Context: an optimization exercise on an open-source flow, tuned for small area. The choices shown serve that exercise and are no tape-out recipe. The RTL was checked by simulation tests, not by an equivalence proof against the original design. No activity file was given, so power comes from the tool's default toggle rates.

## try-amber
// forwardUnit
module forwardUnit (
    input  logic                       CLOCK,
    input  logic                       RESET,
    input  pipeTypesPkg::regIndexT     regS,
    input  pipeTypesPkg::regIndexT     regT,
    input  pipeTypesPkg::wordT         operandA,
    input  pipeTypesPkg::wordT         operandB,
    input  logic                       immediate,
    input  logic                       jumpLink,
    input  logic                       branchRequest,
    input  pipeTypesPkg::regIndexT     branchRegS,
    input  pipeTypesPkg::regIndexT     branchRegT,
    input  pipeTypesPkg::wordT         branchA,
    input  pipeTypesPkg::wordT         branchB,
    input  logic                       jumpRequest,
    input  pipeTypesPkg::regIndexT     jumpReg,
    input  pipeTypesPkg::wordT         jumpValue,
    input  pipeTypesPkg::producerT     executeProd,
    input  pipeTypesPkg::loadProducerT exeMemProd,
    input  pipeTypesPkg::producerT     memWbProd,
    input  pipeTypesPkg::producerT     writebackProd,
    output pipeTypesPkg::wordT         forwardA,
    output pipeTypesPkg::wordT         forwardB,
    output logic                       aluForwarded,
    output pipeTypesPkg::wordT         branchOutA,
    output pipeTypesPkg::wordT         branchOutB,
    output logic                       branchForwarded,
    output pipeTypesPkg::wordT         jumpTarget,
    output logic                       jumpForwarded
);
    logic               executeOk, exeMemOk, memWbOk, writebackOk;
    pipeTypesPkg::wordT exeMemValue;
    assign executeOk   = executeProd.writeEnable && (executeProd.dest != forwardPkg::zeroReg);
    assign exeMemOk    = exeMemProd.writeEnable && (exeMemProd.dest != forwardPkg::zeroReg);
    assign memWbOk     = memWbProd.writeEnable && (memWbProd.dest != forwardPkg::zeroReg);
    assign writebackOk = writebackProd.writeEnable
  ...
export LEC_CHECK = 0
export CAP_MARGIN = 20
export CORE_MARGIN = 2
export CORE_UTILIZATION = 40
export SLEW_MARGIN = 20
export SYNTH_HIERARCHICAL = 1
export SYNTH_MINIMUM_KEEP_SIZE = 0
create_clock -name core_clock -period 4.0 [get_ports {CLOCK}]
standard.sh (not shown) runs the stock make flow with config.mk's settings and CLKGATE_MAP_FILE= SYNTH_SCRIPT=/design/flow/synth_recipe.tcl, a recipe that flattens the netlist after the stock synthesis.
==> flow/flow/run.sh <==
#!/bin/bash
# The standard layout, with the port buffers made from the smallest buffer cell
set -euo pipefail
bash standard.sh 'BUFFER_PORTS_ARGS=-buffer_cell sky130_fd_sc_hd__buf_1' finish > standard_flow.log 2>&1
Both conditions hold for try-amber: the flow ran to the end and the final layout passed the timing, design-rule and antenna checks.
For try-pepper, these inputs were changed with respect to try-amber:
==> flow/run.sh (new file) <==
#!/bin/bash
# synth_recipe.tcl (not shown) runs the flow's synth.tcl, then flattens the netlist and writes it again
# the make line also repeats each setting of config.mk as NAME=value (left out here)
make -C /OpenROAD-flow-scripts/flow DESIGN_CONFIG=/design/flow/config.mk WORK_HOME=/design/flow/orfs CLKGATE_MAP_FILE= SYNTH_SCRIPT=/design/flow/synth_recipe.tcl finish
removed: flow/flow/run.sh
removed: flow/standard.sh
Notes after the runs:
Final total power, try-pepper and try-amber, higher one = try-pepper.
try-pepper -> try-amber: number of maximum-capacitance violations delta 0, exact match
[try-pepper] portion of the layout cell area used by clock cells fell 1.1 points relative to try-amber
Placed instance count: try-pepper vs try-amber up 14
Re fraction of power consumed by combinational cells: try-pepper and try-amber aren't equal, and the lower value belongs to try-amber.
Between try-pepper and try-amber, the final net count is lower for try-amber.
## Diff of input files: try-delta against try-pepper
==> flow/flow/run.sh (new file) <==
#!/bin/bash
# The standard layout, with the port buffers made from the smallest buffer cell
# and a clock tree built without dummy loads
set -euo pipefail
bash standard.sh 'BUFFER_PORTS_ARGS=-buffer_cell sky130_fd_sc_hd__buf_1' \
  'CTS_ARGS=-sink_clustering_enable -repair_clock_nets -buf_list sky130_fd_sc_hd__clkbuf_8 -dont_use_dummy_load' \
  finish > standard_flow.log 2>&1
==> flow/standard.sh (new file) <==
#!/bin/bash
# synth_recipe.tcl (not shown) runs the flow's synth.tcl, then flattens the netlist and writes it again
# the make line also repeats each setting of config.mk as NAME=value (left out here)
make -C /OpenROAD-flow-scripts/flow DESIGN_CONFIG=/design/flow/config.mk WORK_HOME=/design/flow/orfs CLKGATE_MAP_FILE= SYNTH_SCRIPT=/design/flow/synth_recipe.tcl "${@:-finish}"
--- a/flow/config.mk
+++ b/flow/config.mk
@@ -10 +10,3 @@
-export CORE_UTILIZATION = 40
+export CORE_UTILIZATION = 25
+export CTS_BUF_LIST = sky130_fd_sc_hd__clkbuf_8
+export PLACE_DENSITY = 0.45
removed: flow/run.sh
==> comparison <==
Per the final summary, try-delta finished and its layout is clean on timing, DRC and antenna. try-delta vs. try-pepper: cell count now sits higher; via count went down; relative area change from synthesis to final layout shows a reduction of 39 points; design area lost 23%; routed wire length level. Comparing try-delta and try-pepper, the higher placed cell count is on try-delta. try-pepper → try-delta: utilization after layout down 36 points; wire length on met1 rose 14%; part of the total power dissipated in combinational logic shrank by 3.1 points; later-pin clock latency in the skew report +0.04 ns.


forwardUnit, a different RTL version from the one above (not shown whole).
For scale: ~540 I/O pins, about 0.0093 mm^2 of cells after synthesis.
clock: 4.0 ns
lec_check: 0
cap_margin: 20
core_margin: 2
core_utilization: 25
cts_buf_list: sky130_fd_sc_hd__clkbuf_8
place_density: 0.45
slew_margin: 20
synth_hierarchical: 1
synth_minimum_keep_size: 0
==> flow/flow/run.sh <==
#!/bin/bash
# The standard layout with three changes after the (unchanged) standard synthesis:
# - the port buffers are made from the smallest buffer cell
# - the clock tree is built from clkbuf_8 without dummy loads
# - the large buffers and delay cells join the don't-use list, so that the placement's
#   buffering uses the small buffers
set -euo pipefail

bash standard.sh synth > synth.log 2>&1

base=$(make -s -C "$FLOW_HOME" DESIGN_CONFIG="$FLOW_CONFIG" WORK_HOME="$PWD/orfs" \
         print-DONT_USE_CELLS 2> print_dont_use.log | sed -n 's/^DONT_USE_CELLS: //p')
if [[ -z "$base" ]]; then
  echo "could not read the platform's DONT_USE_CELLS" >&2
  exit 1
fi
extra=""
for c in buf_6 buf_8 buf_12 buf_16 bufbuf_8 bufbuf_16 clkbuf_16 \
         clkdlybuf4s15_1 clkdlybuf4s15_2 clkdlybuf4s18_1 clkdlybuf4s18_2 \
         clkdlybuf4s25_1 clkdlybuf4s25_2 clkdlybuf4s50_1 clkdlybuf4s50_2 \
         dlygate4sd1_1 dlygate4sd2_1 dlygate4sd3_1 \
         dlymetal6s2s_1 dlymetal6s4s_1 dlymetal6s6s_1; do
  extra="$extra sky130_fd_sc_hd__$c"
done

bash standard.sh "DONT_USE_CELLS=$base$extra" \
  'BUFFER_PORTS_ARGS=-buffer_cell sky130_fd_sc_hd__buf_1' \
  'CTS_ARGS=-sink_clustering_enable -repair_clock_nets -buf_list sky130_fd_sc_hd__clkbuf_8 -dont_use_dummy_load' \
  finish > layout.log 2>&1
The baseline ran to the end with no violations.
Edit:
Settings changed: CORE_UTILIZATION 25 to 40, PLACE_DENSITY 0.45 to 0.7.
The new run passed the timing, design-rule and antenna checks.
Count of clock-buffer cells in the layout stays the same.
Die area fell by 37%.
Hold slack improves by 28 ps.
Sequential share of layout area rises by 0.75 points.
Setup slack gains 44 ps.
Final cell count decreases by 10%.
Wire length went down by 10%.
Maximum frequency increases by 1.5%.
Cell area fell by 2.6%.
Total power goes down by 1.1%.


Another version of the RTL of forwardUnit (not shown whole).
Size in the first run: ~960 cells after synthesis, about 540 I/O pins, ~9400 sq um of cells after synthesis.
clock: 4.0 ns
lec_check: 0
cap_margin: 20
core_margin: 2
core_utilization: 25
cts_buf_list: sky130_fd_sc_hd__clkbuf_8
place_density: 0.45
slew_margin: 20
synth_hierarchical: 1
synth_minimum_keep_size: 0
==> flow/flow/run.sh <==
#!/bin/bash
# The standard layout, with the port buffers made from the smallest buffer cell
# and a clock tree built without dummy loads
set -euo pipefail
bash standard.sh 'BUFFER_PORTS_ARGS=-buffer_cell sky130_fd_sc_hd__buf_1' \
  'CTS_ARGS=-sink_clustering_enable -repair_clock_nets -buf_list sky130_fd_sc_hd__clkbuf_8 -dont_use_dummy_load' \
  finish > standard_flow.log 2>&1
The baseline completed with no timing, DRC or antenna violations.
Edit:
--- a/flow/config.mk
+++ b/flow/config.mk
@@ -8,7 +8,7 @@
 export CAP_MARGIN = 20
 export CORE_MARGIN = 2
-export CORE_UTILIZATION = 25
+export CORE_UTILIZATION = 40
 export CTS_BUF_LIST = sky130_fd_sc_hd__clkbuf_8
-export PLACE_DENSITY = 0.45
+export PLACE_DENSITY = 0.7
 export SLEW_MARGIN = 20
 export SYNTH_HIERARCHICAL = 1
=> The new run produced a clean layout. Global-route usage went up by 11 points. Final area went down by 1.6%. First-iteration DRC count went up by 24%. Fmax went up by 1.0%.

-- what the ideal ports hide --
How much do the figures lean on ideal ports? The routed layouts below were timed once more, with nothing changed but the port constraints. Step 1 (the two cells are an assumption about what drives the block):
set clk [get_ports {CLOCK}]
set_driving_cell -lib_cell sky130_fd_sc_hd__clkbuf_16 $clk
set_driving_cell -lib_cell sky130_fd_sc_hd__buf_2 [delete_from_list [all_inputs] $clk]
Step 2 moves the port delays by t, midway between the first and last clock arrival at a register: inputs arrive t later, outputs are due t later. That takes back most of the time a late clock gives input paths. Three values: no drivers, after step 1, after step 2; two values: the first two.
run	shift t [ns]	setup slack, ns	slew at the worst register clock pin (ns)
try-amber	0.481	0.896 / 0.921 / 0.439	0.08 / 0.08
try-pepper	0.488	0.626 / 0.647 / 0.159	0.08 / 0.08
try-delta	0.530	1.052 / 1.074 / 0.544	0.10 / 0.10
the first run of note 2	0.526	0.964 / 0.989 / 0.464	0.12 / 0.12
the second run of note 2	0.470	1.008 / 1.024 / 0.554	0.11 / 0.11
the first run of note 3	0.515	0.941 / 0.953 / 0.438	0.11 / 0.11
the second run of note 3	0.484	0.971 / 0.985 / 0.501	0.11 / 0.11
After both steps setup and hold are still met in every run listed. The setup slack of try-delta, which loses most, moves by +0.022 ns with the drivers and by -0.508 ns with both steps.
